What follows belongs to an exercise in optimizing a design on an open flow for a short achievable clock period and few clock cycles per item; a production flow would make more cautious choices.
Only simulation tests tie the RTL to the original design; equivalence was not proved.
Power figures rest on the tool's default switching activity, not on a simulated workload.

`flow/design.v`:
```
package dma_read_pkg;
   localparam int TAG_W       = 4;
   localparam int ENG_TAG_W   = 4;
   localparam int ADDR_W      = 48;
   localparam int CHUNK_BYTES = 128;
   localparam int MAX_CHUNKS  = 4;
   localparam int BEAT_W      = $clog2(MAX_CHUNKS);
   typedef logic [TAG_W-1:0]     tag_t;
   typedef logic [ENG_TAG_W-1:0] eng_tag_t;
   typedef logic [ADDR_W-1:0]    addr_t;
   typedef logic [2:0]           len_t;
   typedef struct packed {
      eng_tag_t eng_tag;
      len_t     len;
   } ctx_t;
   typedef struct packed {
      tag_t tag;
      len_t cnt;
      logic err;
   } done_t;
endpackage
`timescale 1ns/100ps
module sync_fifo #(
   parameter int  DEPTH = 16,
   parameter int  W     = 1,
   parameter int  MC    = 4
) (
   input  logic i_clk,
   input  logic i_rst_n,
   input  logic i_push,
   input  logic [W-1:0] i_din,
   input  logic [1:0]   i_din_lm1,
   input  logic i_din_err,
   output logic o_v,
   input  logic i_pop,
   output logic [W-1:0] o_dout,
   output logic [1:0]   o_dout_lm1,
   output logic o_dout_err,
   output logic [MC*(1<<W)-1:0] o_sel
);
   localparam int MD    = DEPTH;
   localparam int PTR_W = $clog2(MD);
   localparam int EW    = W + 3;
   logic [EW-1:0]    mem [MD];
   logic [PTR_W:0]   wr_ptr;
   logic [PTR_W:0]   rd_ptr;
   logic             mem_v;
   logic             head_free;
   logic             to_head;
   logic             from_mem;
   logic             to_mem;
   logic [EW-1:0]    head_in;
   logic [W-1:0]     in_tag;
   logic [1:0]       in_lm1;
   assign head_free = ~o_v | i_pop;
   assign mem_v     = (wr_ptr != rd_ptr);
   assign from_mem  = head_free & mem_v;
   assign to_head   = head_free & ~mem_v & i_push;
   assign to_mem    = i_push & ~to_head;
   assign head_in   = mem_v ? mem[rd_ptr[PTR_W-1:0]] : {i_din, i_din_lm1, i_din_err};
   assign in_tag    = head_in[EW-1:3];
   assign in_lm1    = head_in[2:1];
   always_ff @(posedge i_clk)
   begin
      if (!i_rst_n)
      begin
         o_v    <= 1'b0;
         wr_ptr <= '0;
         rd_ptr <= '0;
      end
      else
      begin
         if (head_free)
            o_v <= mem_v | i_push;
         if (to_mem)
            wr_ptr <= wr_ptr + (PTR_W+1)'(1);
         if (from_mem)
            rd_ptr <= rd_ptr + (PTR_W+1)'(1);
      end
   end
   always_ff @(posedge i_clk)
   begin
      if (to_mem)
         mem[wr_ptr[PTR_W-1:0]] <= {i_din, i_din_lm1, i_din_err};
      if (head_free)
      begin
         {o_dout, o_dout_lm1, o_dout_err} <= head_in;
         for (int c = 0; c < MC; c++)
            for (int t = 0; t < (1<<W); t++)
               o_sel[c*(1<<W)+t] <= (in_tag == W'(t)) && (in_lm1 >= 2'(c));
      end
   end
endmodule
`timescale 1ns/100ps
module tag_free_list #(
   parameter int NUM_TAGS = 16
) (
   input  logic               i_clk,
   input  logic               i_rst_n,
   output logic               o_tag_v,
   input  logic               i_tag_r,
   output dma_read_pkg::tag_t o_tag,
   input  logic               i_free_v,
   input  dma_read_pkg::tag_t i_free_tag
);
   logic [NUM_TAGS-1:0] free_q;
   assign o_tag_v = |free_q;
   always_comb
   begin
      o_tag = '0;
      for (int t = NUM_TAGS-1; t >= 0; t--)
         if (free_q[t])
            o_tag = dma_read_pkg::tag_t'(t);
   end
   always_ff @(posedge i_clk)
   begin
      if (!i_rst_n)
         free_q <= '1;
      else
      begin
         for (int t = 0; t < NUM_TAGS; t++)
         begin
            if (i_free_v && i_free_tag == dma_read_pkg::tag_t'(t))
               free_q[t] <= 1'b1;
            else if (i_tag_r && o_tag_v && o_tag == dma_read_pkg::tag_t'(t))
               free_q[t] <= 1'b0;
         end
      end
   end
endmodule
`timescale 1ns/100ps
module req_issue #(
   parameter int NUM_TAGS = 16
) (
   input  logic                   i_clk,
   input  logic                   i_rst_n,
   input  logic                   i_req_v,
   output logic                   o_req_r,
   input  dma_read_pkg::eng_tag_t i_req_eng_tag,
   input  dma_read_pkg::addr_t    i_req_addr,
   input  dma_read_pkg::len_t     i_req_len,
   input  logic                   i_tag_v,
   output logic                   o_tag_r,
   input  dma_read_pkg::tag_t     i_tag,
   output logic                   o_cmd_v,
   input  logic                   i_cmd_r,
   output dma_read_pkg::tag_t     o_cmd_tag,
   output dma_read_pkg::addr_t    o_cmd_addr,
   output dma_read_pkg::len_t     o_cmd_len,
   output logic [NUM_TAGS*dma_read_pkg::ENG_TAG_W-1:0] o_ctx_eng,
   output logic [NUM_TAGS*2-1:0]  o_ctx_lm1
);
   localparam int LO_SHORT = $clog2(dma_read_pkg::CHUNK_BYTES);
   localparam int LO_LONG  = $clog2(dma_read_pkg::CHUNK_BYTES * dma_read_pkg::MAX_CHUNKS);
   localparam int AW       = dma_read_pkg::ADDR_W - LO_SHORT;
   logic                   s_v;
   logic [AW-1:0]          s_addr;
   dma_read_pkg::len_t     s_len;
   dma_read_pkg::eng_tag_t s_eng;
   logic [AW-1:0]          c_addr;
   dma_read_pkg::eng_tag_t c_eng;
   logic                   acc;
   logic                   c_free;
   logic                   c_load;
   logic [AW-1:0]          in_addr;
   logic                   s_next;
   assign in_addr = (i_req_len == dma_read_pkg::len_t'(1)) ?
                    i_req_addr[dma_read_pkg::ADDR_W-1:LO_SHORT] :
                    {i_req_addr[dma_read_pkg::ADDR_W-1:LO_LONG], {(LO_LONG-LO_SHORT){1'b0}}};
   assign acc    = i_req_v & o_req_r;
   assign c_free = ~o_cmd_v | i_cmd_r;
   assign c_load = c_free & i_tag_v & (s_v | acc);
   assign o_tag_r = c_load;
   assign s_next = s_v ? ~c_load : (acc & ~c_load);
   assign o_cmd_addr = {c_addr, {LO_SHORT{1'b0}}};
   always_ff @(posedge i_clk)
   begin
      if (!i_rst_n)
      begin
         s_v     <= 1'b0;
         o_req_r <= 1'b1;
         o_cmd_v <= 1'b0;
      end
      else
      begin
         s_v     <= s_next;
         o_req_r <= ~s_next;
         if (c_free)
            o_cmd_v <= c_load;
      end
   end
   always_ff @(posedge i_clk)
   begin
      if (acc & ~s_v)
      begin
         s_addr <= in_addr;
         s_len  <= i_req_len;
         s_eng  <= i_req_eng_tag;
      end
   end
   always_ff @(posedge i_clk)
   begin
      if (!i_rst_n)
      begin
         o_cmd_tag <= '0;
         c_addr    <= '0;
         o_cmd_len <= '0;
      end
      else if (c_load)
      begin
         o_cmd_tag <= i_tag;
         c_addr    <= s_v ? s_addr : in_addr;
         o_cmd_len <= s_v ? s_len : i_req_len;
      end
      if (c_load)
         c_eng     <= s_v ? s_eng : i_req_eng_tag;
   end
   always_ff @(posedge i_clk)
   begin
      for (int t = 0; t < NUM_TAGS; t++)
      begin
         if (o_cmd_v && o_cmd_tag == dma_read_pkg::tag_t'(t))
         begin
            o_ctx_eng[t*dma_read_pkg::ENG_TAG_W +: dma_read_pkg::ENG_TAG_W] <= c_eng;
            o_ctx_lm1[t*2 +: 2] <= 2'(o_cmd_len - dma_read_pkg::len_t'(1));
         end
      end
   end
endmodule
`timescale 1ns/100ps
module cpl_collect #(
   parameter int NUM_TAGS = 16,
   parameter int DATA_W   = 64
) (
   input  logic                   i_clk,
   input  logic                   i_rst_n,
   input  logic                   i_cpl_v,
   input  dma_read_pkg::tag_t     i_cpl_tag,
   input  logic [DATA_W-1:0]      i_cpl_data,
   input  logic                   i_cpl_last,
   input  logic                   i_cpl_err,
   input  logic [NUM_TAGS*2-1:0]  i_ctx_lm1,
   output logic                   o_done_v,
   output dma_read_pkg::tag_t     o_done_tag,
   output logic [1:0]             o_done_lm1,
   output logic                   o_done_err,
   output logic [NUM_TAGS*dma_read_pkg::MAX_CHUNKS*DATA_W-1:0] o_buf
);
   localparam int MC = dma_read_pkg::MAX_CHUNKS;
   logic [1:0]             cnt_q [NUM_TAGS];
   logic [NUM_TAGS-1:0]    err_q;
   logic [NUM_TAGS-1:0]    hit;
   always_comb
   begin
      for (int t = 0; t < NUM_TAGS; t++)
         hit[t] = i_cpl_v & (i_cpl_tag == dma_read_pkg::tag_t'(t));
   end
   always_ff @(posedge i_clk)
   begin
      if (!i_rst_n)
      begin
         err_q <= '0;
         for (int t = 0; t < NUM_TAGS; t++)
            cnt_q[t] <= '0;
      end
      else
      begin
         for (int t = 0; t < NUM_TAGS; t++)
         begin
            if (hit[t])
            begin
               cnt_q[t] <= i_cpl_last ? 2'd0 : cnt_q[t] + 2'd1;
               err_q[t] <= i_cpl_last ? 1'b0 : (err_q[t] | i_cpl_err);
            end
         end
      end
   end
   for (genvar t = 0; t < NUM_TAGS; t++)
   begin : g_tag
      for (genvar c = 0; c < MC; c++)
      begin : g_chunk
         always_ff @(posedge i_clk)
         begin
            if (hit[t] && cnt_q[t] == 2'(c))
               o_buf[(t*MC+c)*DATA_W +: DATA_W] <= i_cpl_data;
         end
      end
   end
   assign o_done_v   = i_cpl_v & i_cpl_last;
   assign o_done_tag = i_cpl_tag;
   assign o_done_lm1 = i_ctx_lm1[i_cpl_tag*2 +: 2];
   assign o_done_err = err_q[i_cpl_tag] | i_cpl_err |
                       (cnt_q[i_cpl_tag] != i_ctx_lm1[i_cpl_tag*2 +: 2]);
endmodule
`timescale 1ns/100ps
module rsp_return #(
   parameter int NUM_TAGS = 16,
   parameter int DATA_W   = 64
) (
   input  logic                   i_clk,
   input  logic                   i_rst_n,
   input  logic                   i_done_v,
   input  dma_read_pkg::tag_t     i_done_tag,
   input  logic [1:0]             i_done_lm1,
   input  logic                   i_done_err,
   input  logic [NUM_TAGS*dma_read_pkg::ENG_TAG_W-1:0] i_ctx_eng,
   input  logic [NUM_TAGS*dma_read_pkg::MAX_CHUNKS*DATA_W-1:0] i_buf,
   output logic                   o_rsp_v,
   output dma_read_pkg::eng_tag_t o_rsp_eng_tag,
   output logic [dma_read_pkg::BEAT_W-1:0] o_rsp_beat,
   output logic [DATA_W-1:0]      o_rsp_data,
   output logic                   o_rsp_last,
   output logic                   o_rsp_err,
   input  logic                   i_rsp_r,
   output logic                   o_free_v,
   output dma_read_pkg::tag_t     o_free_tag
);
   localparam int MC = dma_read_pkg::MAX_CHUNKS;
   logic                   h_v;
   dma_read_pkg::tag_t     h_tag;
   logic [MC*NUM_TAGS-1:0] h_sel;
   logic [1:0]             h_lm1;
   dma_read_pkg::eng_tag_t h_eng;
   logic                   h_err;
   logic                   r_v;
   logic [DATA_W-1:0]      r_data [MC];
   logic [1:0]             r_beat;
   logic [MC-1:0]          r_boh;
   logic [DATA_W-1:0]      h_data [MC];
   logic [1:0]             r_lm1;
   logic                   r_last;
   dma_read_pkg::eng_tag_t r_eng;
   logic                   r_err;
   logic                   emit;
   logic                   r_load;
   logic                   pop;
   logic [DATA_W-1:0]      e_data;
   sync_fifo #(
      .DEPTH (NUM_TAGS),
      .W     (dma_read_pkg::TAG_W),
      .MC    (MC)
   ) done_fifo_inst (
      .i_clk      (i_clk),
      .i_rst_n    (i_rst_n),
      .i_push     (i_done_v),
      .i_din      (i_done_tag),
      .i_din_lm1  (i_done_lm1),
      .i_din_err  (i_done_err),
      .o_v        (h_v),
      .i_pop      (r_load),
      .o_dout     (h_tag),
      .o_dout_lm1 (h_lm1),
      .o_dout_err (h_err),
      .o_sel      (h_sel)
   );
   always_comb
   begin
      h_eng = '0;
      for (int t = 0; t < NUM_TAGS; t++)
         h_eng = h_eng | ({dma_read_pkg::ENG_TAG_W{h_sel[t]}} &
                          i_ctx_eng[t*dma_read_pkg::ENG_TAG_W +: dma_read_pkg::ENG_TAG_W]);
   end
   always_comb
   begin
      for (int c = 0; c < MC; c++)
      begin
         h_data[c] = '0;
         for (int t = 0; t < NUM_TAGS; t++)
            h_data[c] = h_data[c] | ({DATA_W{h_sel[c*NUM_TAGS+t]}} & i_buf[(t*MC+c)*DATA_W +: DATA_W]);
      end
   end
   always_comb
   begin
      e_data = '0;
      for (int c = 0; c < MC; c++)
         e_data = e_data | ({DATA_W{r_boh[c]}} & r_data[c]);
   end
   assign emit   = r_v & (~o_rsp_v | i_rsp_r);
   assign r_load = h_v & (~r_v | (emit & r_last));
   assign pop    = o_rsp_v & i_rsp_r;
   assign o_free_v   = r_load;
   assign o_free_tag = h_tag;
   always_ff @(posedge i_clk)
   begin
      if (!i_rst_n)
      begin
         r_v     <= 1'b0;
         o_rsp_v <= 1'b0;
      end
      else
      begin
         if (r_load)
            r_v <= 1'b1;
         else if (emit & r_last)
            r_v <= 1'b0;
         if (~o_rsp_v | pop)
            o_rsp_v <= emit;
      end
   end
   always_ff @(posedge i_clk)
   begin
      if (!i_rst_n)
      begin
         o_rsp_eng_tag <= '0;
         o_rsp_beat    <= '0;
         o_rsp_data    <= '0;
         o_rsp_last    <= 1'b0;
         o_rsp_err     <= 1'b0;
      end
      else if (~o_rsp_v | pop)
      begin
         o_rsp_eng_tag <= r_eng;
         o_rsp_beat    <= r_beat;
         o_rsp_data    <= e_data;
         o_rsp_last    <= r_last;
         o_rsp_err     <= r_last & r_err;
      end
   end
   always_ff @(posedge i_clk)
   begin
      if (r_load)
      begin
         for (int c = 0; c < MC; c++)
            r_data[c] <= h_data[c];
         r_beat <= '0;
         r_boh  <= MC'(1);
         r_lm1  <= h_lm1;
         r_last <= (h_lm1 == 2'd0);
         r_eng  <= h_eng;
         r_err  <= h_err;
      end
      else if (emit)
      begin
         r_beat <= r_beat + 2'd1;
         r_boh  <= {r_boh[MC-2:0], r_boh[MC-1]};
         r_last <= (r_beat + 2'd1 == r_lm1);
      end
   end
endmodule
`timescale 1ns/100ps
module dma_read_top #(
   parameter int NUM_TAGS = 16,
   parameter int DATA_W   = 64
) (
   input  logic                   i_clk,
   input  logic                   i_rst_n,
   input  logic                   i_req_v,
   output logic                   o_req_r,
   input  dma_read_pkg::eng_tag_t i_req_eng_tag,
   input  dma_read_pkg::addr_t    i_req_addr,
   input  dma_read_pkg::len_t     i_req_len,
   output logic                   o_cmd_v,
   input  logic                   i_cmd_r,
   output dma_read_pkg::tag_t     o_cmd_tag,
   output dma_read_pkg::addr_t    o_cmd_addr,
   output dma_read_pkg::len_t     o_cmd_len,
   input  logic                   i_cpl_v,
   input  dma_read_pkg::tag_t     i_cpl_tag,
   input  logic [DATA_W-1:0]      i_cpl_data,
   input  logic                   i_cpl_last,
   input  logic                   i_cpl_err,
   output logic                   o_rsp_v,
   output dma_read_pkg::eng_tag_t o_rsp_eng_tag,
   output logic [dma_read_pkg::BEAT_W-1:0] o_rsp_beat,
   output logic [DATA_W-1:0]      o_rsp_data,
   output logic                   o_rsp_last,
   output logic                   o_rsp_err,
   input  logic                   i_rsp_r
);
   logic                    tag_v;
   logic                    tag_r;
   dma_read_pkg::tag_t      tag;
   logic                    free_v;
   dma_read_pkg::tag_t      free_tag;
   logic [NUM_TAGS*dma_read_pkg::ENG_TAG_W-1:0] ctx_eng;
   logic [NUM_TAGS*2-1:0]   ctx_lm1;
   logic                    done_v;
   dma_read_pkg::tag_t      done_tag;
   logic [1:0]              done_lm1;
   logic                    done_err;
   logic [NUM_TAGS*dma_read_pkg::MAX_CHUNKS*DATA_W-1:0] buf_q;
   tag_free_list #(
      .NUM_TAGS (NUM_TAGS)
   ) tag_free_list_inst (
      .i_clk      (i_clk),
      .i_rst_n    (i_rst_n),
      .o_tag_v    (tag_v),
      .i_tag_r    (tag_r),
      .o_tag      (tag),
      .i_free_v   (free_v),
      .i_free_tag (free_tag)
   );
   req_issue #(
      .NUM_TAGS (NUM_TAGS)
   ) req_issue_inst (
      .i_clk         (i_clk),
      .i_rst_n       (i_rst_n),
      .i_req_v       (i_req_v),
      .o_req_r       (o_req_r),
      .i_req_eng_tag (i_req_eng_tag),
      .i_req_addr    (i_req_addr),
      .i_req_len     (i_req_len),
      .i_tag_v       (tag_v),
      .o_tag_r       (tag_r),
      .i_tag         (tag),
      .o_cmd_v       (o_cmd_v),
      .i_cmd_r       (i_cmd_r),
      .o_cmd_tag     (o_cmd_tag),
      .o_cmd_addr    (o_cmd_addr),
      .o_cmd_len     (o_cmd_len),
      .o_ctx_eng     (ctx_eng),
      .o_ctx_lm1     (ctx_lm1)
   );
   cpl_collect #(
      .NUM_TAGS (NUM_TAGS),
      .DATA_W   (DATA_W)
   ) cpl_collect_inst (
      .i_clk      (i_clk),
      .i_rst_n    (i_rst_n),
      .i_cpl_v    (i_cpl_v),
      .i_cpl_tag  (i_cpl_tag),
      .i_cpl_data (i_cpl_data),
      .i_cpl_last (i_cpl_last),
      .i_cpl_err  (i_cpl_err),
      .i_ctx_lm1  (ctx_lm1),
      .o_done_v   (done_v),
      .o_done_tag (done_tag),
      .o_done_lm1 (done_lm1),
      .o_done_err (done_err),
      .o_buf      (buf_q)
   );
   rsp_return #(
      .NUM_TAGS (NUM_TAGS),
      .DATA_W   (DATA_W)
   ) rsp_return_inst (
      .i_clk         (i_clk),
      .i_rst_n       (i_rst_n),
      .i_done_v      (done_v),
      .i_done_tag    (done_tag),
      .i_done_lm1    (done_lm1),
      .i_done_err    (done_err),
      .i_ctx_eng     (ctx_eng),
      .i_buf         (buf_q),
      .o_rsp_v       (o_rsp_v),
      .o_rsp_eng_tag (o_rsp_eng_tag),
      .o_rsp_beat    (o_rsp_beat),
      .o_rsp_data    (o_rsp_data),
      .o_rsp_last    (o_rsp_last),
      .o_rsp_err     (o_rsp_err),
      .i_rsp_r       (i_rsp_r),
      .o_free_v      (free_v),
      .o_free_tag    (free_tag)
   );
endmodule
```
`flow/run.sh`:
```
#!/bin/bash
# synth_recipe.tcl (not shown) runs the flow's synth.tcl, then flattens the netlist and writes it again
# the make line also repeats each setting of config.mk as NAME=value (left out here)
make -C /OpenROAD-flow-scripts/flow DESIGN_CONFIG=/design/flow/config.mk WORK_HOME=/design/flow/orfs CLKGATE_MAP_FILE= SYNTH_SCRIPT=/design/flow/synth_recipe.tcl finish
```
`flow/config.mk`:
```
export PLATFORM = sky130hd
export DESIGN_NAME = dma_read_top
export DESIGN_NICKNAME = dma_read_top
export VERILOG_FILES = /design/flow/design.v
export SDC_FILE = /design/flow/constraint.sdc
export NUM_CORES = 4
export LEC_CHECK = 0
export ABC_CLOCK_PERIOD_IN_PS = 2000
export CAP_MARGIN = 20
export CORE_MARGIN = 2
export CORE_UTILIZATION = 75
export CTS_CLUSTER_DIAMETER = 80
export CTS_CLUSTER_SIZE = 25
export PLACE_DENSITY = 0.8
export SETUP_SLACK_MARGIN = 2.7
export SLEW_MARGIN = 20
export TNS_END_PERCENT = 100
```
`flow/constraint.sdc`:
```
create_clock -name core_clock -period 5.0 [get_ports {i_clk}]
set_input_delay 1.0000 -clock core_clock [delete_from_list [all_inputs] [get_ports {i_clk}]]
set_output_delay 1.0000 -clock core_clock [all_outputs]
set_load 0.01 [all_outputs]
```
==> summary.md, run 1 <==
| Metric | Value |
|---|---|
| CP Buf/Inv Count | `1` |
| Most frequent cells in the layout | `4691 x edfxtp_1, 1041 x a22o_1, 1035 x a221oi_1` |
| Die ar. | `between 200000 and 250000 sq um` |
| Final ANT Viol Nets | `0` |
| First-pass GRT wire length | `approximately 750000 microns` |
| Gr ovfl total | `0` |
| Crit path top cell by count | `mux4_2` |
| Hold Path Class | `register to register` |
| Fmax | `approximately 0.37 GHz` |
| CP max FO | `8` |
| Gr usage total | `0.455` |
| Post-layout total power | `91.4 mW` |
| Drt pass-1 iters | `9` |
| Row cnt | `177` |
| Antenna violations before repair | `64` |
| Worst-path clk slew | `0.10 ns` |
| Top cell type's share of synthesized area | `0.802` |
| Leakage | `just over 60 nW` |
| Simple-gate share of the synthesized area | `0.0220` |
| Post-synthesis xor/xnor area fraction | `0.000948` |
| I/O pin cnt | `roughly 260` |
| Most common cell after layout, fill and taps aside | `edfxtp_1` |
| Dpl ws | `approximately 0.74 ns` |
| Final HPWL DP | `a little under 300000 microns` |
| Post-synthesis compound-gate area fraction | `0.121` |
| Outcome | `timing/DRC/antenna clean` |
| Slew headroom | `0.213` |
| Adder-Cell Fraction of Synth Area | `0.00492` |
| CP Cell Sequence | `buf_4 -> mux4_2 -> mux4_2 -> a31oi_4 -> nand2b_4 -> nor2_1` |
| Syn_area_per_cell | `about 20 sq um` |
| Area contributors post-synth | `edfxtp_1 80%, a22o_1 5.2%, a221oi_1 5.2%, dfxtp_1 2.4%, nand4_1 0.94%` |
| CTS tree | `done` |
| Worst Setup Path Type | `register to register` |
| Hold Slack | `0.485 ns` |
| Synthesis-to-layout area growth | `11.1%` |
| Nets | `a little under 10000` |
| DR vias/cell | `slightly above 8` |
| Hold Fails Final Rpt | `0` |
| Ys Warns | `8` |
| Die W | `488 microns` |
| Largest net degree at the start of global routing | `~100` |
| Initial Utilization | `0.754` |
| Clk sinks | `a little under 5000` |
| Sequential area share after synthesis | `0.826` |
| Routed vias | `around 100k` |
| Fillers | `9640` |
| Post-synthesis cell count | `roughly 9000` |
| CP max-delay cell | `mux4_2` |
| Multi-input logic area | `29500 sq um` |
| Period utilization | `0.537` |
| Number of buffers created by CTS | `around 220` |
| Yosys top cell by area | `edfxtp_1` |
| GPL Wtd Cong | `just over 0.9` |
| IO Port Bufs | `around 250` |
| Slew Limit Fails | `0` |
| Async set or reset register ratio after synthesis | `0` |
| Post-synthesis mux area share | `0.00995` |
| Reg2Reg Depth | `6` |
| Max-cap violations | `0` |
| Slowest cell delay on critical path | `between 0.6 and 0.7 ns` |
| Delay-heaviest family, CP | `multiplexers` |
| Fin crit period | `between 2 and 3 ns` |
| Hold bufs inserted after CTS | `0` |
| Largest family of logic cells by synthesized area | `compound AO/OA/AOI/OAI gates` |
| R2r endpoint | `rsp_return_inst.done_fifo_inst.o_sel[31]` |
| WP data arrival | `3.36 ns` |
| Register area | `approximately 150000 sq um` |
| EDFF count, synth | `between 4000 and 5000` |
| Clock Path Buffers | `3` |
| Yosys cell types | `between 60 and 70` |
| Worst hold start | `rsp_return_inst.done_fifo_inst.o_dout_err` |
| Placed Cells | `between 10000 and 15000` |
| Final core utilization | `0.838` |
| Final WS setup | `2.32 ns` |
| Critical Path Source Type | `register` |
| Peak VDD IR | `roughly 0.00050 V` |
| H-tree levels | `4` |
| Main synth FF type | `edfxtp_1` |
| Worst Skew | `between 0.03 and 0.04 ns` |
| #FFs+latches synth | `around 5000` |
| Hold depth | `0` |
| Core area | `233000 sq um` |
| RSZ-0062 raised after global routing | `true` |
| Vias in the first global route | `between 90000 and 100k` |
| Non-filler cells, final | `between 10000 and 15000` |
| DRT iter0 DRCs | `21009` |
| Syn Std Cell Area | `between 150000 and 200000 sq um` |
| DRC violations left | `0` |
| Crit. End Element | `register` |
| Hold Path End | `rsp_return_inst.r_err` |
| WL/cell | `between 40 and 50 microns` |
| P per Cell Area | `468 nW/um^2` |
| Final wirelength | `between 500000 and 600000 microns` |
| Reg-to-reg slack, setup | `~2.3 ns` |
| Root Driver | `clkbuf_16` |
| Layout cell share with drive strength beyond 1 | `0.163` |
| Die H | `488 microns` |
| Worst slew pin tran | `~1.2 ns` |
| Setup violators final | `0` |
| Req. time, crit path | `approximately 5.7 ns` |
| Worst-skew pair later-pin latency | `approximately 0.9 ns` |
-- registers in the layout, summed over array words and instances, names as in the netlist, 5 cells and up, named ones only --
signal and flops:
rsp_return_inst.done_fifo_inst.rd_ptr 5, cpl_collect_inst.o_buf 4096, req_issue_inst.o_ctx_eng 64, cpl_collect_inst.cnt_q 32, req_issue_inst.o_ctx_lm1 32, req_issue_inst.s_addr 41
rsp_return_inst.done_fifo_inst.o_sel 64, req_issue_inst.c_addr 41, cpl_collect_inst.err_q 16, rsp_return_inst.o_rsp_data 64, rsp_return_inst.done_fifo_inst.mem 112, rsp_return_inst.r_data 256
tag_free_list_inst.free_q 16, rsp_return_inst.done_fifo_inst.wr_ptr 5
-- metrics by stage --
| step | instance area, sq um | TNS (ns) |
|---|---|---|
| after floorplan | 176000 | -144.72 |
| after global placement | 184000 | 0 |
| after detailed placement | 184000 | 0 |
| after CTS | 193000 | 0 |
| after global routing | 195000 | 0 |
| final | 195000 | 0 |
-- worst max-delay path by stage --
stage | end | slack (ns) | cells past startpoint
3_5_place_dp | rsp_return_inst.done_fifo_inst.wr_ptr[4] | 0.74 | 7
6_report | rsp_return_inst.done_fifo_inst.o_sel[31] | 2.32 | 6
3_3_place_gp | cpl_collect_inst.o_buf[2283] | 0.77 | 5
2_1_floorplan | rsp_return_inst.done_fifo_inst.wr_ptr[4] | -1.29 | 7
5_1_grt | rsp_return_inst.done_fifo_inst.o_sel[36] | 2.28 | 10
4_1_cts | rsp_return_inst.done_fifo_inst.o_sel[24] | 2.39 | 7
-- routing by layer --
metal  share of wire  up-vias  GRT usage
met5         0.00098        -    0.00184
met4           0.084       56      0.283
met3            0.18     2251      0.147
met2            0.44    11341      0.682
met1            0.29    51403      0.588
li1                -    39528          -
-- where the power goes --
group	switching (mW)	internal, mW	total, mW
Combinational	13.6	7.21	20.8
Clock	12.0	8.36	20.4
Sequential	2.32	47.9	50.2
Total	27.9	63.5	91.4
-- layout make-up --
class | count | share of cell area
Timing Repair Buffer | 891 | 0.0503
Clock buffer | 301 | 0.0302
Antenna cell | 23 | 0.000295
Tap cell | 3132 | 0.0201
Multi-Input combinational cell | 3525 | 0.151
Clock inverter | 16 | 0.00121
Timing Repair inverter | 5 | 0.000314
Inverter | 62 | 0.00149
Sequential cell | 4901 | 0.745
-- Yosys cell counts (all sizes together), types with 4 or more instances --
cell	count
nand3b	20
inv	59
a31oi	68
clkbuf	383
or2	9
a22oi	134
and3	12
nand2b	20
xor2	12
a221oi	1040
edfxtp	4691
mux4	49
and2	63
o22ai	4
nand2	83
dfxtp	210
nor2	189
nor2b	10
a211oi	63
a21oi	75
nor3	25
o311ai	5
o211ai	11
mux2	10
ha	69
xnor2	7
o31ai	13
nand4	265
nand3	22
o21ai	81
mux2i	53
a22o	1041
buf	211
-- kinds of logic (layout without fill, tap and decap cells) --
kind of cell,Yosys count,count (layout)
AOI/OAI and AO/OA,2549,2549
DFF,4901,4901
other,1,30
and+or+nand+nor,729,767
buffers and inverters,656,1275
adders and majority gates,69,69
muxes,112,114
xor gates and xnor gates,19,19
-- worst reg2reg max path: cells and delay by family (launching register included) --
family / cells / cell delay [ns]
muxes: 2 / 1.19
DFF: 1 / 0.44
AOI/OAI and AO/OA: 1 / 0.37
and+or+nand+nor: 2 / 0.30
buffers and inverters: 1 / 0.14
-- repair_timing --
action	CTS	global route
pin swaps	94	33
setup buffers	171	73
endpoints found under the setup margin	4954	1327
cloned	41	17
gates resized for setup	1029	162
Testbench counts, summed over its fixed seeds: cycles 9,443, beats 8,016.
==> run 2: changes to the inputs <==
--- a/flow/design.v
+++ b/flow/design.v
@@ -39,55 +39,36 @@
    output logic [MC*(1<<W)-1:0] o_sel
 );
-   localparam int MD    = DEPTH;
-   localparam int PTR_W = $clog2(MD);
-   localparam int EW    = W + 3;
-   logic [EW-1:0]    mem [MD];
-   logic [PTR_W:0]   wr_ptr;
-   logic [PTR_W:0]   rd_ptr;
-   logic             mem_v;
-   logic             head_free;
-   logic             to_head;
-   logic             from_mem;
-   logic             to_mem;
-   logic [EW-1:0]    head_in;
-   logic [W-1:0]     in_tag;
-   logic [1:0]       in_lm1;
-   assign head_free = ~o_v | i_pop;
-   assign mem_v     = (wr_ptr != rd_ptr);
-   assign from_mem  = head_free & mem_v;
-   assign to_head   = head_free & ~mem_v & i_push;
-   assign to_mem    = i_push & ~to_head;
-   assign head_in   = mem_v ? mem[rd_ptr[PTR_W-1:0]] : {i_din, i_din_lm1, i_din_err};
-   assign in_tag    = head_in[EW-1:3];
-   assign in_lm1    = head_in[2:1];
+   localparam int EW = W + 3;
+   logic [EW-1:0]    q [DEPTH];
+   logic [DEPTH-1:0] v;
+   logic             pop;
+   logic [EW-1:0]    din;
+   logic [EW-1:0]    head_nxt;
+   assign pop = i_pop & v[0];
+   assign din = {i_din, i_din_lm1, i_din_err};
+   assign o_v = v[0];
+   assign {o_dout, o_dout_lm1, o_dout_err} = q[0];
+   assign head_nxt = pop ? (v[1] ? q[1] : din) : (v[0] ? q[0] : din);
    always_ff @(posedge i_clk)
    begin
       if (!i_rst_n)
-      begin
-         o_v    <= 1'b0;
-         wr_ptr <= '0;
-         rd_ptr <= '0;
-      end
-      else
-      begin
-         if (head_free)
-            o_v <= mem_v | i_push;
-         if (to_mem)
-            wr_ptr <= wr_ptr + (PTR_W+1)'(1);
-         if (from_mem)
-            rd_ptr <= rd_ptr + (PTR_W+1)'(1);
-      end
+         v <= '0;
+      else if (pop & ~i_push)
+         v <= {1'b0, v[DEPTH-1:1]};
+      else if (i_push & ~pop)
+         v <= {v[DEPTH-2:0], 1'b1};
    end
    always_ff @(posedge i_clk)
    begin
-      if (to_mem)
-         mem[wr_ptr[PTR_W-1:0]] <= {i_din, i_din_lm1, i_din_err};
-      if (head_free)
+      for (int i = 0; i < DEPTH; i++)
       begin
-         {o_dout, o_dout_lm1, o_dout_err} <= head_in;
-         for (int c = 0; c < MC; c++)
-            for (int t = 0; t < (1<<W); t++)
-               o_sel[c*(1<<W)+t] <= (in_tag == W'(t)) && (in_lm1 >= 2'(c));
+         if (pop)
+            q[i] <= (i < DEPTH-1 && v[(i+1) % DEPTH]) ? q[(i+1) % DEPTH] : din;
+         else if (!v[i])
+            q[i] <= din;
       end
+      for (int c = 0; c < MC; c++)
+         for (int t = 0; t < (1<<W); t++)
+            o_sel[c*(1<<W)+t] <= (head_nxt[EW-1:3] == W'(t)) && (head_nxt[2:1] >= 2'(c));
    end
 endmodule
==> run 2 against run 1 <==
Critical path type is now input port to register. Synthesized cell count increased by 3.1%. Clock power about the same. Total power decreased by 17%. Count of clock-buffer cells in the layout increased by 28. Still clean. Worst hold slack got worse by 0.051 ns. Largest power group unchanged. Highest routed layer unchanged.
==> summary.md, run 2 <==
| Metric | Value |
|---|---|
| I/O pin cnt | `261 (unchanged)` |
| Psw | `19.0 mW (-32%)` |
| Critical Path Source Type | `input port` |
| Slew headroom | `0.169 (-0.0442)` |
| Syn Std Cell Area | `175000 sq um (-0.36%)` |
| Most common cell after layout, fill and taps aside | `edfxtp_1` |
| Initial Utilization | `0.753 (-0.00130)` |
| Clock Power Share | `0.265 (+0.042)` |
| First-pass GRT wire length | `754000 microns (+1.0%)` |
| P_int | `57.2 mW (-9.9%)` |
| Most frequent cell after synthesis | `edfxtp_1` |
| Sequential area share after synthesis | `0.818 (-0.00810)` |
| H-tree levels | `4 (unchanged)` |
| Net Sw Frac | `0.249 (-0.0561)` |
| Fin crit period | `2.72 ns (+0.0341 ns)` |
| Crit. End Element | `register` |
| Area contributors post-synth | `edfxtp_1 77%, a221oi_1 5.2%, a22o_1 5.2%, dfxtp_1 4.4%, clkbuf_1 0.97%` |
| CP max-delay cell | `mux4_2` |
| Yosys cell types | `62 (unchanged)` |
| Fillers | `9908 (+2.8%)` |
| Post-DP Area | `183000 sq um (-0.82%)` |
| DRC violations left | `0 (unchanged)` |
| Layout cell share with drive strength beyond 1 | `0.150 (-0.0129)` |
| Nets | `10003 (+2.1%)` |
| Gr ovfl total | `0 (unchanged)` |
| Root Driver | `clkbuf_16` |
| DRT iter0 DRCs | `20818 (-0.91%)` |
| Post-route cell area | `194000 sq um (-0.67%)` |
| Worst Skew | `0.0354 ns (+0.00188 ns)` |
| Number of buffers created by CTS | `214 (-0.93%)` |
| Core area | `232000 sq um (-0.19%)` |
| Largest net degree at the start of global routing | `113 (+14%)` |
| Hold Fails Final Rpt | `0 (unchanged)` |
| Clock Path Buffers | `3 (unchanged)` |
| Hold bufs inserted after CTS | `0 (unchanged)` |
| Setup TNS | `0 ns (unchanged)` |
| Combinational Power Share | `0.102 (-0.125)` |
| Vias in the first global route | `99728 (-0.091%)` |
| Sequential share of power | `0.633 (+0.084)` |
| Die H | `487 microns (-0.18%)` |
| Leakage | `61.9 nW (+0.86%)` |
| Worst slew pin tran | `1.25 ns (+0.0753 ns)` |
| Period utilization | `0.543 (+0.00682)` |
| Async set or reset register ratio after synthesis | `0 (unchanged)` |
| Ys Warns | `9 (+1)` |
| Final HPWL DP | `292000 microns (+0.69%)` |
| Top reg by flops | `cpl_collect_inst.o_buf` |
| RSZ-0062 raised after global routing | `true` |
| Peak VDD IR | `0.000428 V (-14%)` |
| Yosys top cell by area | `edfxtp_1` |
| Outcome | `timing/DRC/antenna clean` |
| Routed vias | `105007 (+0.41%)` |
| Max-cap violations | `0 (unchanged)` |
| Slowest cell delay on critical path | `0.61 ns (-0.03 ns)` |
| CTS tree | `done` |
| Req. time, crit path | `5.80 ns (+0.12 ns)` |
| Worst-skew pair later-pin latency | `0.92 ns (about the same)` |
| Max FFs per register | `4096 (unchanged)` |
| GPL Wtd Cong | `0.952 (+3.1%)` |
| WP data arrival | `3.52 ns (+0.16 ns)` |
| Setup violators final | `0 (unchanged)` |
| Clk sinks | `4895 (-0.12%)` |
| Worst-path clk slew | `0.10 ns (about the same)` |
| Slew Limit Fails | `0 (unchanged)` |
| Gr usage total | `0.461 (+0.00565)` |
| #FFs+latches synth | `4895 (-0.12%)` |
| P per Cell Area | `393 nW/um^2 (-16%)` |
| EDFF count, synth | `4509 (-3.9%)` |
| CP max FO | `8 (unchanged)` |
| Final ANT Viol Nets | `0 (unchanged)` |
| Top cells by count, synth | `4509 x edfxtp_1, 1040 x a221oi_1, 1040 x a22o_1, 454 x clkbuf_1, 386 x dfxtp_1` |
| Top cell type's share of synthesized area | `0.774 (-0.0283)` |
| Drt pass-1 iters | `14 (+5)` |
| Crit path top cell by count | `mux4_2` |
| Fmax | `0.368 GHz (-1.3%)` |
| Die W | `487 microns (-0.18%)` |
| Row cnt | `177 (unchanged)` |
| IO Port Bufs | `246 (unchanged)` |
| Most frequent cells in the layout | `4509 x edfxtp_1, 1040 x a22o_1, 1040 x a221oi_1` |
| Post-synthesis cell count | `9316 (+3.1%)` |
| Antenna violations before repair | `91 (+42%)` |
| Final wirelength | `552000 microns (+0.62%)` |
| Die ar. | `237000 sq um (-0.36%)` |
| Main synth FF type | `edfxtp_1` |
| Hold Path Class | `input port to register` |
| Synthesis-to-layout area growth | `10.8%` |
| CP Cell Sequence | `buf_2 -> buf_4 -> mux4_2 -> mux4_2 -> xor2_2 -> buf_6 -> nand4_4 -> mux2_4 -> mux2_2` |
| Syn_area_per_cell | `18.8 sq um (-3.4%)` |
| Worst Setup Path Type | `input port to register` |
| WL/cell | `42.4 microns (-0.75%)` |
| DR vias/cell | `8.06 (-0.96%)` |
==> run 2: worst max-delay path, delay by kind of cell <==
family	cells	cell delay, ns
mux	4	1.54
simple gates	1	0.19
buf+inv	3	0.60
xor+xnor	1	0.17
==> run 2: worst paths after layout <==
check | start | endpoint | slack, ns | cells past startpoint
setup reg to reg | req_issue_inst.o_ctx_lm1[12] | rsp_return_inst.done_fifo_inst.q[12][0] | 2.29 | 7
setup / recovery | i_cpl_tag[1] | rsp_return_inst.done_fifo_inst.q[12][0] | 2.28 | 9
hold / removal | i_cpl_data[24] | cpl_collect_inst.o_buf[216] | 0.43 | 1
hold reg to reg | rsp_return_inst.done_fifo_inst.q[0][0] | rsp_return_inst.r_err | 0.46 | 0
==> run 2: metal layers <==
metal  up-vias  global-route usage  share of wire
li1      40198                   -              -
met3      2141               0.142           0.17
met4        34               0.305          0.082
met5         -                   0        0.00041
met1     51534               0.596           0.30
met2     11100               0.686           0.45
==> run 2: kinds of logic (layout without fill, tap and decap cells) <==
kind of cell             Yosys count  in the layout  share of synthesized area
buffers and inverters            692           1265                     0.0152
adder cells (fa/ha/maj)           66             66                    0.00472
multiplexers                     171            171                     0.0111
flip-flops                      4895           4895                      0.818
XOR/XNOR                           5              5                   0.000250
other                              1             65                  0.0000214
AND/OR/NAND/NOR                  822            860                     0.0244
AO/OA/AOI/OAI                   2664           2664                      0.126
==> run 2: repair_timing <==
item	4_1_cts	5_1_grt
cloned	55	3
buffers inserted	221	46
setup endpoints to repair	4734	1369
gates resized for setup	996	99
pin swaps	69	18
endpoints found under the hold margin	0	0
==> run 2: cell type report <==
class / instances / area (sq um) / area share
diodes: 58 / 145 / 0.000749
flip-flops and latches: 4895 / 144000 / 0.741
repair inverters: 4 / 32.5 / 0.000168
clock inverters: 14 / 168 / 0.000865
clock buffers: 329 / 5850 / 0.0302
multi-input cells: 3773 / 30500 / 0.157
well taps: 3043 / 3810 / 0.0196
repair buffers: 847 / 9340 / 0.0482
inverters: 71 / 322 / 0.00166
==> run 2: power by group through the flow <==
stage	logic (mW)	clock network, mW	registers (mW)
floorplan	3.81	0	47.6
global placement	6.50	0	48.8
detailed placement	6.73	0	48.8
CTS	7.16	19.8	48.0
global route	7.95	21.1	48.2
finish	7.77	20.2	48.3
==> run 2: per-stage QoR <==
stage	utilization	hold slack [ns]	worst slack (ns)	power (mW)	instances
6_report	0.834	0.434	2.28	76.2	13034
5_1_grt	0.834	0.436	2.26	77.3	13019
4_1_cts	0.829	0.408	2.31	75.0	12927
3_5_place_dp	0.786	0.431	0.515	55.6	12308
3_3_place_gp	0.786	0.426	0.519	55.3	12306
2_1_floorplan	-	0.400	1.58	51.4	9322
Testbench counts of run 2, summed over its fixed seeds: cycles 9,443, beats 8,016.
==> run 3: changes to the inputs <==
--- a/flow/design.v
+++ b/flow/design.v
@@ -146,4 +146,9 @@
    logic [AW-1:0]          in_addr;
    logic                   s_next;
+   dma_read_pkg::tag_t     p_tag;
+   logic [AW-1:0]          p_addr;
+   dma_read_pkg::len_t     p_len;
+   logic [AW-1:0]          n_addr;
+   dma_read_pkg::len_t     n_len;
    assign in_addr = (i_req_len == dma_read_pkg::len_t'(1)) ?
                     i_req_addr[dma_read_pkg::ADDR_W-1:LO_SHORT] :
@@ -180,4 +185,16 @@
       end
    end
+   assign n_addr = s_v ? s_addr : in_addr;
+   assign n_len  = s_v ? s_len : i_req_len;
+   always_ff @(posedge i_clk)
+   begin
+      if (c_load)
+      begin
+         p_tag  <= i_tag;
+         p_addr <= n_addr;
+         p_len  <= n_len;
+         c_eng  <= s_v ? s_eng : i_req_eng_tag;
+      end
+   end
    always_ff @(posedge i_clk)
    begin
@@ -191,9 +208,13 @@
       begin
          o_cmd_tag <= i_tag;
-         c_addr    <= s_v ? s_addr : in_addr;
-         o_cmd_len <= s_v ? s_len : i_req_len;
+         c_addr    <= n_addr;
+         o_cmd_len <= n_len;
+      end
+      else
+      begin
+         o_cmd_tag <= p_tag;
+         c_addr    <= p_addr;
+         o_cmd_len <= p_len;
       end
-      if (c_load)
-         c_eng     <= s_v ? s_eng : i_req_eng_tag;
    end
    always_ff @(posedge i_clk)
@@ -201,8 +222,8 @@
       for (int t = 0; t < NUM_TAGS; t++)
       begin
-         if (o_cmd_v && o_cmd_tag == dma_read_pkg::tag_t'(t))
+         if (o_cmd_v && p_tag == dma_read_pkg::tag_t'(t))
          begin
             o_ctx_eng[t*dma_read_pkg::ENG_TAG_W +: dma_read_pkg::ENG_TAG_W] <= c_eng;
-            o_ctx_lm1[t*2 +: 2] <= 2'(o_cmd_len - dma_read_pkg::len_t'(1));
+            o_ctx_lm1[t*2 +: 2] <= 2'(p_len - dma_read_pkg::len_t'(1));
          end
       end
@@ -232,4 +253,6 @@
    logic [NUM_TAGS-1:0]    err_q;
    logic [NUM_TAGS-1:0]    hit;
+   logic [NUM_TAGS-1:0]    bad;
+   logic [1:0]             done_lm1;
    always_comb
    begin
@@ -270,7 +293,15 @@
    assign o_done_v   = i_cpl_v & i_cpl_last;
    assign o_done_tag = i_cpl_tag;
-   assign o_done_lm1 = i_ctx_lm1[i_cpl_tag*2 +: 2];
-   assign o_done_err = err_q[i_cpl_tag] | i_cpl_err |
-                       (cnt_q[i_cpl_tag] != i_ctx_lm1[i_cpl_tag*2 +: 2]);
+   always_comb
+   begin
+      done_lm1 = '0;
+      for (int t = 0; t < NUM_TAGS; t++)
+      begin
+         bad[t]   = err_q[t] | (cnt_q[t] != i_ctx_lm1[t*2 +: 2]);
+         done_lm1 = done_lm1 | ({2{hit[t]}} & i_ctx_lm1[t*2 +: 2]);
+      end
+   end
+   assign o_done_lm1 = done_lm1;
+   assign o_done_err = |(hit & bad) | i_cpl_err;
 endmodule
 `timescale 1ns/100ps
@@ -316,4 +347,10 @@
    logic                   r_load;
    logic                   pop;
+   logic                   o_load;
+   dma_read_pkg::eng_tag_t p_eng;
+   logic [1:0]             p_beat;
+   logic [DATA_W-1:0]      p_data;
+   logic                   p_last;
+   logic                   p_err;
    logic [DATA_W-1:0]      e_data;
    sync_fifo #(
@@ -360,4 +397,5 @@
    assign r_load = h_v & (~r_v | (emit & r_last));
    assign pop    = o_rsp_v & i_rsp_r;
+   assign o_load = ~o_rsp_v | i_rsp_r;
    assign o_free_v   = r_load;
    assign o_free_tag = h_tag;
@@ -381,4 +419,15 @@
    always_ff @(posedge i_clk)
    begin
+      if (o_load)
+      begin
+         p_eng  <= r_eng;
+         p_beat <= r_beat;
+         p_data <= e_data;
+         p_last <= r_last;
+         p_err  <= r_last & r_err;
+      end
+   end
+   always_ff @(posedge i_clk)
+   begin
       if (!i_rst_n)
       begin
@@ -389,5 +438,5 @@
          o_rsp_err     <= 1'b0;
       end
-      else if (~o_rsp_v | pop)
+      else if (o_load)
       begin
          o_rsp_eng_tag <= r_eng;
@@ -397,4 +446,12 @@
          o_rsp_err     <= r_last & r_err;
       end
+      else
+      begin
+         o_rsp_eng_tag <= p_eng;
+         o_rsp_beat    <= p_beat;
+         o_rsp_data    <= p_data;
+         o_rsp_last    <= p_last;
+         o_rsp_err     <= p_err;
+      end
    end
    always_ff @(posedge i_clk)
==> run 3 against run 2 <==
Worst hold slack worse by 0.086 ns. Critical path type is now register to register. Largest power group unchanged. Fmax up 4.6%. Still clean. Sequential power rose by 1%. Global-route usage increased by 0.39 points.
==> summary.md, run 3 <==
| Metric | Value |
|---|---|
| Worst Setup SP | `tag_free_list_inst.free_q[14]` |
| GR Util met2 | `0.681 (-0.00502)` |
| Critical Path Source Type | `register` |
| Worst Skew | `0.0462 ns (+0.0108 ns)` |
| Setup TNS | `0 ns (unchanged)` |
| Post-DP Area | `186000 sq um (+1.7%)` |
| First-pass GRT wire length | `774000 microns (+2.6%)` |
| RR Startpoint | `tag_free_list_inst.free_q[14]` |
| Fmax | `0.385 GHz (+4.6%)` |
| Req. time, crit path | `5.79 ns (about the same)` |
| Worst slew pin tran | `1.23 ns (-0.0126 ns)` |
| Largest net degree at the start of global routing | `102 (-9.7%)` |
| Post-layout total power | `78.3 mW (+2.8%)` |
| Final HPWL DP | `306000 microns (+4.7%)` |
| Sequential area share after synthesis | `0.819 (+0.00117)` |
| CP max FO | `6 (-2)` |
| Peak VDD IR | `0.000516 V (+20%)` |
| Crit path top cell by count | `buf_12` |
| Fin crit period | `2.60 ns (-0.120 ns)` |
| Fillers | `10156 (+2.5%)` |
| DRT iter0 DRCs | `21690 (+4.2%)` |
| WP data arrival | `3.38 ns (-0.14 ns)` |
| Main synth FF type | `edfxtp_1` |
| Reg2Reg Depth | `10 (+3)` |
| Syn Std Cell Area | `178000 sq um (+1.5%)` |
| Number of buffers created by CTS | `221 (+3.3%)` |
| Hold bufs inserted after CTS | `0 (unchanged)` |
| Final wirelength | `579000 microns (+4.8%)` |
| Row cnt | `178 (+0.56%)` |
| CTS tree | `done` |
| Max FFs per register | `4096 (unchanged)` |
| Post-synthesis cell count | `9568 (+2.7%)` |
| Hold Fails Final Rpt | `0 (unchanged)` |
| Max-cap violations | `0 (unchanged)` |
| Yosys cell types | `61 (-1.6%)` |
| Setup violators final | `0 (unchanged)` |
| Top Usage Layer GRT | `met2` |
| Yosys top cell by area | `edfxtp_1` |
| EDFF count, synth | `4509 (unchanged)` |
| Die H | `491 microns (+0.76%)` |
| Worst Setup Path Type | `register to register` |
| Slew headroom | `0.174 (+0.00457)` |
| Initial Utilization | `0.755 (+0.00150)` |
| Vias in the first global route | `102153 (+2.4%)` |
| Outcome | `timing/DRC/antenna clean` |
| Area contributors post-synth | `edfxtp_1 76%, dfxtp_1 5.7%, a22o_1 5.1%, a221oi_1 5.1%, nand4_1 0.94%` |
| Drt pass-1 iters | `9 (-5)` |
| R2r endpoint | `req_issue_inst.c_addr[16]` |
| Worst-skew pair later-pin latency | `0.93 ns (about the same)` |
| Synthesis-to-layout area growth | `10.8% (about the same)` |
| Final ANT Viol Nets | `0 (unchanged)` |
| Top cell type's share of synthesized area | `0.762 (-0.0117)` |
| Die ar. | `241000 sq um (+1.5%)` |
| Crit. path cell count | `10 (+1)` |
| Gr usage total | `0.465 (+0.00392)` |
| Most common cell after layout, fill and taps aside | `edfxtp_1` |
| Reg-to-reg slack, setup | `2.40 ns (+0.11 ns)` |
| Leakage | `63.0 nW (+1.8%)` |
| Most frequent cell after synthesis | `edfxtp_1` |
| Clock Path Buffers | `3 (unchanged)` |
| Async set or reset register ratio after synthesis | `0 (unchanged)` |
| Gr ovfl total | `0 (unchanged)` |
| I/O pin cnt | `261 (unchanged)` |
| Ys Warns | `9 (unchanged)` |
| #FFs+latches synth | `5015 (+2.5%)` |
| IO Port Bufs | `246 (unchanged)` |
| RSZ-0062 raised after global routing | `true` |
| Hold Path Class | `input port to register` |
| Core area | `235000 sq um (+1.3%)` |
| Slew Limit Fails | `0 (unchanged)` |
| Layout cell share with drive strength beyond 1 | `0.146 (-0.00455)` |
| GR met3 Demand/Resource | `0.158 (+0.0157)` |
| H-tree levels | `4 (unchanged)` |
| Die W | `491 microns (+0.76%)` |
| Register area | `146000 sq um (+1.6%)` |
| P per Cell Area | `398 nW/um^2 (+1.2%)` |
| DR vias/cell | `8.12 (+0.81%)` |
| Worst-path clk slew | `0.10 ns (about the same)` |
| Nets | `10216 (+2.1%)` |
| WL/cell | `43.3 microns (+2.2%)` |
| Period utilization | `0.519 (-0.0241)` |
| Delay-heaviest family, CP | `simple AND/OR/NAND/NOR gates` |
| Root Driver | `clkbuf_16` |
| Timing endpoint of the critical path | `req_issue_inst.c_addr[16]` |
| Most frequent cells in the layout | `4509 x edfxtp_1, 1040 x a22o_1, 1032 x a221oi_1` |
| Top reg by flops | `cpl_collect_inst.o_buf` |
| Post-route cell area | `197000 sq um (+1.6%)` |
| Crit. End Element | `register` |
| DRC violations left | `0 (unchanged)` |
| Clk sinks | `5015 (+2.5%)` |
| Slowest cell delay on critical path | `0.58 ns (-0.03 ns)` |
| Top cells by count, synth | `4509 x edfxtp_1, 1041 x a22o_1, 1040 x a221oi_1, 506 x dfxtp_1, 441 x clkbuf_1` |
| CP Cell Sequence | `or4_4 -> o41ai_4 -> nand2b_4 -> buf_12 -> buf_6 -> buf_12 -> buf_12 -> buf_16 -> o21ai_2 -> and2_1` |
| Met1 usage in global routing | `0.602 (+0.00652)` |
| Multi-input logic area | `31100 sq um (+2.0%)` |
| CP max-delay cell | `or4_4` |
| Antenna violations before repair | `59 (-35%)` |
| CP Buf/Inv Count | `5 (+2)` |
| Routed vias | `108459 (+3.3%)` |
| GPL Wtd Cong | `0.937 (-1.5%)` |
| Syn_area_per_cell | `18.6 sq um (-1.1%)` |
run 3: cell types whose count changed in the layout (fill, tap and decap cells not counted), moves of 72 or more:
cell | previous run | this run
dfxtp_1 | 191 | 340
buf_4 | 440 | 327
and2_1 | 25 | 121
buf_2 | 27 | 99
o21ai_0 | 97 | 25
run 3: worst min-delay path by stage:
stage / startpoint / end / cells after the start
2_1_floorplan: rsp_return_inst.done_fifo_inst.q[0][0] / rsp_return_inst.r_err / 0
3_3_place_gp: rsp_return_inst.done_fifo_inst.q[0][0] / rsp_return_inst.r_err / 0
3_5_place_dp: rsp_return_inst.done_fifo_inst.q[0][0] / rsp_return_inst.r_err / 0
4_1_cts: i_cpl_data[42] / cpl_collect_inst.o_buf[2346] / 1
5_1_grt: i_cpl_data[42] / cpl_collect_inst.o_buf[2346] / 1
6_report: i_cpl_data[42] / cpl_collect_inst.o_buf[2346] / 1
run 3: area by class of cell:
| cell class | count | share of cell area |
|---|---|---|
| Multi-Input combinational cell | 3883 | 0.158 |
| Clock buffer | 329 | 0.0307 |
| Sequential cell | 5015 | 0.741 |
| Antenna cell | 57 | 0.000724 |
| Timing Repair inverter | 1 | 0.0000826 |
| Timing Repair Buffer | 814 | 0.0464 |
| Clock inverter | 22 | 0.00138 |
| Tap cell | 3150 | 0.0200 |
| Inverter | 83 | 0.00180 |
run 3: worst reg2reg max path: stages, from the launching register on:
cell and delay (ns):
dfxtp_2 0.34, or4_4 0.58, o41ai_4 0.42, nand2b_4 0.24
buf_12 0.17, buf_6 0.11, buf_12 0.13, buf_12 0.11
buf_16 0.15, o21ai_2 0.08, and2_1 0.16
run 3: per-layer routing:
metal,share of wire,up-vias
met5,0.00031,-
met4,0.087,24
met3,0.18,2443
met2,0.43,11846
met1,0.30,53183
li1,-,40963
run 3: timing repair:
item,CTS,global route
cloned,43,7
setup buffers,138,67
pin swaps,82,50
gates resized for setup,843,260
setup endpoints to repair,4857,1194
run 3: logic make-up (layout without fill, tap and decap cells):
logic type / count (synthesis) / count (layout) / share of synthesized area
AOI/OAI and AO/OA: 2652 / 2652 / 0.124
xor gates and xnor gates: 36 / 36 / 0.00177
adders and majority gates: 66 / 66 / 0.00465
buffers and inverters: 709 / 1249 / 0.0156
DFF: 5015 / 5015 / 0.819
muxes: 104 / 104 / 0.00594
other: 1 / 64 / 0.0000211
and+or+nand+nor: 985 / 1018 / 0.0293
run 3: report_power, final:
group	leakage (nW)	internal [mW]	total, mW	switching [mW]
clock	3.03	8.46	20.8	12.3
sequential	45.0	47.4	48.9	1.46
combinational	15.0	2.71	8.65	5.94
run 3: through the flow:
step            util  std cells  setup WS [ns]  hold WS (ns)
2_1_floorplan      -       9574           2.03         0.400
3_3_place_gp   0.789      12690          0.616         0.407
3_5_place_dp   0.789      12690          0.613         0.417
4_1_cts        0.827      13222           2.53         0.324
5_1_grt        0.836      13316           2.34         0.334
6_report       0.836      13354           2.40         0.347
Testbench counts of run 3, summed over its fixed seeds: cycles 9,443, beats 8,016.
==> run 4: changes to the inputs <==
--- a/flow/config.mk
+++ b/flow/config.mk
@@ -7,5 +7,5 @@
 export LEC_CHECK = 0
 export ABC_CLOCK_PERIOD_IN_PS = 2000
-export CAP_MARGIN = 20
+export CAP_MARGIN = 40
 export CORE_MARGIN = 2
 export CORE_UTILIZATION = 75
@@ -14,4 +14,4 @@
 export PLACE_DENSITY = 0.8
 export SETUP_SLACK_MARGIN = 2.7
-export SLEW_MARGIN = 20
+export SLEW_MARGIN = 70
 export TNS_END_PERCENT = 100
==> run 4 against run 3 <==
Still clean. Sequential power about the same. Register-to-register slack better by 0.05 ns. Global-route usage is 0.84 points higher. Critical path type unchanged.
==> summary.md, run 4 <==
| Metric | Value |
|---|---|
| CTS tree | `done` |
| Async set or reset register ratio after synthesis | `0 (unchanged)` |
| Main synth FF type | `edfxtp_1` |
| Fillers | `8534 (-16%)` |
| Timing endpoint of the critical path | `rsp_return_inst.r_data[3][47]` |
| Gr ovfl total | `0 (unchanged)` |
| Fin crit period | `2.54 ns (-0.0541 ns)` |
| CP max FO | `22 (+16)` |
| Slowest cell delay on critical path | `0.51 ns (-0.07 ns)` |
| R2r endpoint | `rsp_return_inst.r_data[3][47]` |
| Yosys top cell by area | `edfxtp_1` |
| P per Cell Area | `391 nW/um^2 (-1.8%)` |
| WL/cell | `43.6 microns (+0.69%)` |
| Die ar. | `241000 sq um (unchanged)` |
| Crit path top cell by count | `buf_16` |
| H-tree levels | `4 (unchanged)` |
| Post-synthesis cell count | `9568 (unchanged)` |
| Fmax | `0.393 GHz (+2.1%)` |
| Peak VDD IR | `0.000442 V (-14%)` |
| Crit. path cell count | `6 (-4)` |
| Worst Setup SP | `rsp_return_inst.done_fifo_inst.o_sel[63]` |
| Reg-to-reg slack, setup | `2.46 ns (+0.05 ns)` |
| CP Buf/Inv Count | `4 (-1)` |
| Critical Path Source Type | `register` |
| Worst slew pin tran | `0.665 ns (-0.569 ns)` |
| CP max-delay cell | `nand4_1` |
| Net Sw Frac | `0.256 (+0.00434)` |
| Slew headroom | `0.557 (+0.383)` |
| I/O pin cnt | `261 (unchanged)` |
| Die W | `491 microns (unchanged)` |
| WP data arrival | `3.25 ns (-0.13 ns)` |
| Top cells by count, synth | `4509 x edfxtp_1, 1041 x a22o_1, 1040 x a221oi_1, 506 x dfxtp_1, 441 x clkbuf_1` |
| Post-layout total power | `80.0 mW (+2.1%)` |
| Period utilization | `0.508 (-0.0108)` |
| RR Startpoint | `rsp_return_inst.done_fifo_inst.o_sel[63]` |
| Leakage | `66.2 nW (+5.1%)` |
| Setup violators final | `0 (unchanged)` |
| Worst-skew pair later-pin latency | `0.98 ns (+0.05 ns)` |
| Clock Path Buffers | `3 (unchanged)` |
| Final ANT Viol Nets | `0 (unchanged)` |
| Slew Limit Fails | `0 (unchanged)` |
| Combinational Power Share | `0.126 (+0.016)` |
| Sequential area share after synthesis | `0.819 (unchanged)` |
| Psw | `20.5 mW (+3.9%)` |
| IO Port Bufs | `246 (unchanged)` |
| Core area | `235000 sq um (unchanged)` |
| Max FFs per register | `4096 (unchanged)` |
| Die H | `491 microns (unchanged)` |
| Row cnt | `178 (unchanged)` |
| Reg2Reg Depth | `6 (-4)` |
| DRT iter0 DRCs | `23554 (+8.6%)` |
| Max-cap violations | `0 (unchanged)` |
| Delay-heaviest family, CP | `buffers and inverters` |
| Setup TNS | `0 ns (unchanged)` |
| DRC violations left | `0 (unchanged)` |
| Routed vias | `111802 (+3.1%)` |
| Most frequent cells in the layout | `4509 x edfxtp_1, 1039 x a22o_1, 1013 x a221oi_1` |
| Req. time, crit path | `5.70 ns (-0.09 ns)` |
| Hold Fails Final Rpt | `0 (unchanged)` |
| Root Driver | `clkbuf_16` |
| Initial Utilization | `0.755 (unchanged)` |
| Syn_area_per_cell | `18.6 sq um (unchanged)` |
| First-pass GRT wire length | `793000 microns (+2.5%)` |
| Hold Slack | `0.373 ns (+0.0251 ns)` |
| Worst Skew | `0.0543 ns (+0.00812 ns)` |
| Nets | `10513 (+2.9%)` |
| Antenna violations before repair | `69 (+17%)` |
| Largest net degree at the start of global routing | `71 (-30%)` |
| Ys Warns | `9 (unchanged)` |
| Most common cell after layout, fill and taps aside | `edfxtp_1` |
| Final wirelength | `595000 microns (+2.9%)` |
| P_int | `59.5 mW (+1.5%)` |
| Synthesis-to-layout area growth | `15.2%` |
| Vias in the first global route | `105665 (+3.4%)` |
| RSZ-0062 raised after global routing | `true` |
| Number of buffers created by CTS | `221 (unchanged)` |
| DR vias/cell | `8.19 (+0.86%)` |
| Most frequent cell after synthesis | `edfxtp_1` |
| Outcome | `timing/DRC/antenna clean` |
| Final HPWL DP | `344000 microns (+13%)` |
| Hold Path Class | `input port to register` |
| Register area | `146000 sq um (about the same)` |
| Layout cell share with drive strength beyond 1 | `0.178 (+0.0320)` |
| GPL Wtd Cong | `0.937 (unchanged)` |
| Worst Setup Path Type | `register to register` |
| Syn Std Cell Area | `178000 sq um (unchanged)` |
| EDFF count, synth | `4509 (unchanged)` |
| Yosys cell types | `61 (unchanged)` |
| Crit. End Element | `register` |
| Gr usage total | `0.473 (+0.00837)` |
| Clk sinks | `5015 (unchanged)` |
| Area contributors post-synth | `edfxtp_1 76%, dfxtp_1 5.7%, a22o_1 5.1%, a221oi_1 5.1%, nand4_1 0.94%` |
| Clock Power Share | `0.266 (about the same)` |
| CP Cell Sequence | `buf_16 -> buf_16 -> buf_4 -> a221oi_1 -> nand4_1 -> buf_6` |
| Multi-input logic area | `31600 sq um (+1.7%)` |
| #FFs+latches synth | `5015 (unchanged)` |
| Top cell type's share of synthesized area | `0.762 (unchanged)` |
| Top reg by flops | `cpl_collect_inst.o_buf` |
| Hold bufs inserted after CTS | `0 (unchanged)` |
| Drt pass-1 iters | `10 (+1)` |
| Worst-path clk slew | `0.10 ns (about the same)` |
| Sequential share of power | `0.608 (-0.016)` |
[run 4: cell families (layout without fill, tap and decap cells)]
| group | after synthesis | in the layout | synth area share |
|---|---|---|---|
| flops | 5015 | 5015 | 0.819 |
| other cells | 1 | 40 | 0.0000211 |
| simple gates | 985 | 986 | 0.0293 |
| xor+xnor | 36 | 36 | 0.00177 |
| compound gates | 2652 | 2652 | 0.124 |
| buf+inv | 709 | 1599 | 0.0156 |
| fa+ha+maj | 66 | 66 | 0.00465 |
| mux | 104 | 104 | 0.00594 |
[run 4: timing repair]
action / in CTS / in global routing
setup buffers: 73 / 40
gates resized for setup: 776 / 303
cloned: 20 / 4
pin swaps: 41 / 66
endpoints found under the setup margin: 4651 / 491
[run 4: worst register-to-register path: stages (launching register included)]
cell and delay (ns):
dfxtp_4 0.40, buf_16 0.18, buf_16 0.18, buf_4 0.28, a221oi_1 0.40, nand4_1 0.51, buf_6 0.34
[run 4: power groups by stage]
stage / registers (mW) / clock network (mW) / logic [mW]
finish: 48.6 / 21.3 / 10.1
detailed placement: 49.3 / 0 / 8.41
global route: 48.6 / 22.1 / 10.1
floorplan: 48.8 / 0 / 3.48
global placement: 49.7 / 0 / 6.79
CTS: 48.5 / 20.7 / 8.80
[run 4: final cells by class]
class / count / area share
inverter: 83 / 0.00175
clock inverter: 21 / 0.00138
timing repair inverter: 2 / 0.000159
tap: 3150 / 0.0193
multi-input combinational: 3851 / 0.154
timing repair buffer: 1142 / 0.0797
clock buffer: 351 / 0.0298
sequential: 5015 / 0.713
antenna: 33 / 0.000403
[run 4: through the flow]
stage | std cells | cell area [sq um] | utilization | worst slack (ns)
global placement | 12690 | 186000 | 0.789 | 0.616
CTS | 13476 | 201000 | 0.856 | 2.51
floorplan | 9574 | 178000 | - | 2.03
finish | 13648 | 205000 | 0.869 | 2.46
detailed placement | 13011 | 194000 | 0.822 | 0.755
global route | 13624 | 205000 | 0.869 | 2.42
[run 4: worst min path at each step]
stage,start,end,slack [ns],cells past startpoint
after CTS,i_cpl_data[42],cpl_collect_inst.o_buf[2346],0.34,1
final,i_cpl_data[42],cpl_collect_inst.o_buf[2346],0.37,1
after global placement,rsp_return_inst.done_fifo_inst.q[0][0],rsp_return_inst.r_err,0.41,0
after detailed placement,rsp_return_inst.done_fifo_inst.q[0][0],rsp_return_inst.r_err,0.41,0
after floorplan,rsp_return_inst.done_fifo_inst.q[0][0],rsp_return_inst.r_err,0.40,0
after global routing,i_cpl_data[42],cpl_collect_inst.o_buf[2346],0.35,1
[run 4: routing by layer]
metal | up-vias | wire, microns | global-route usage
met3 | 2912 | 106000 | 0.156
met1 | 54171 | 172000 | 0.604
li1 | 41535 | - | -
met5 | - | 339 | 0
met2 | 13136 | 265000 | 0.705
met4 | 48 | 51600 | 0.312

[what the ideal ports hide]
The flow's constraints put no driver on any port. The routed layouts listed below were extracted and timed again, unchanged, in two steps. Step 1, drivers: a clkbuf_16 drives i_clk and a buf_2 each remaining input, both assumed. Step 2 moves the port delays by t, midway between the first and last clock arrival at a register: inputs arrive t later, outputs are due t later. That takes back most of the time a late clock gives input paths. Three values: no drivers, after step 1, after step 2; two values: the first two.
run | t (ns) | setup slack, ns | worst hold slack (ns) | latest minus earliest clock arrival (ns) | cell pins on the clock port's net
run 1 | 1.010 | 2.317 / 2.270 / 1.343 | 0.485 / 0.413 / 0.485 | 0.043 / 0.043 | 1
run 2 | 1.014 | 2.283 / 2.118 / 1.105 | 0.434 / 0.388 / 0.460 | 0.047 / 0.047 | 1
run 3 | 1.012 | 2.404 / 2.404 / 1.519 | 0.347 / 0.264 / 0.438 | 0.057 / 0.057 | 1
run 4 | 1.058 | 2.458 / 2.350 / 1.477 | 0.373 / 0.298 / 0.440 | 0.059 / 0.059 | 1
After both steps setup and hold are still met in every run listed. The setup slack of run 2, which loses most, moves by -0.165 ns with the drivers and by -1.178 ns with both steps.
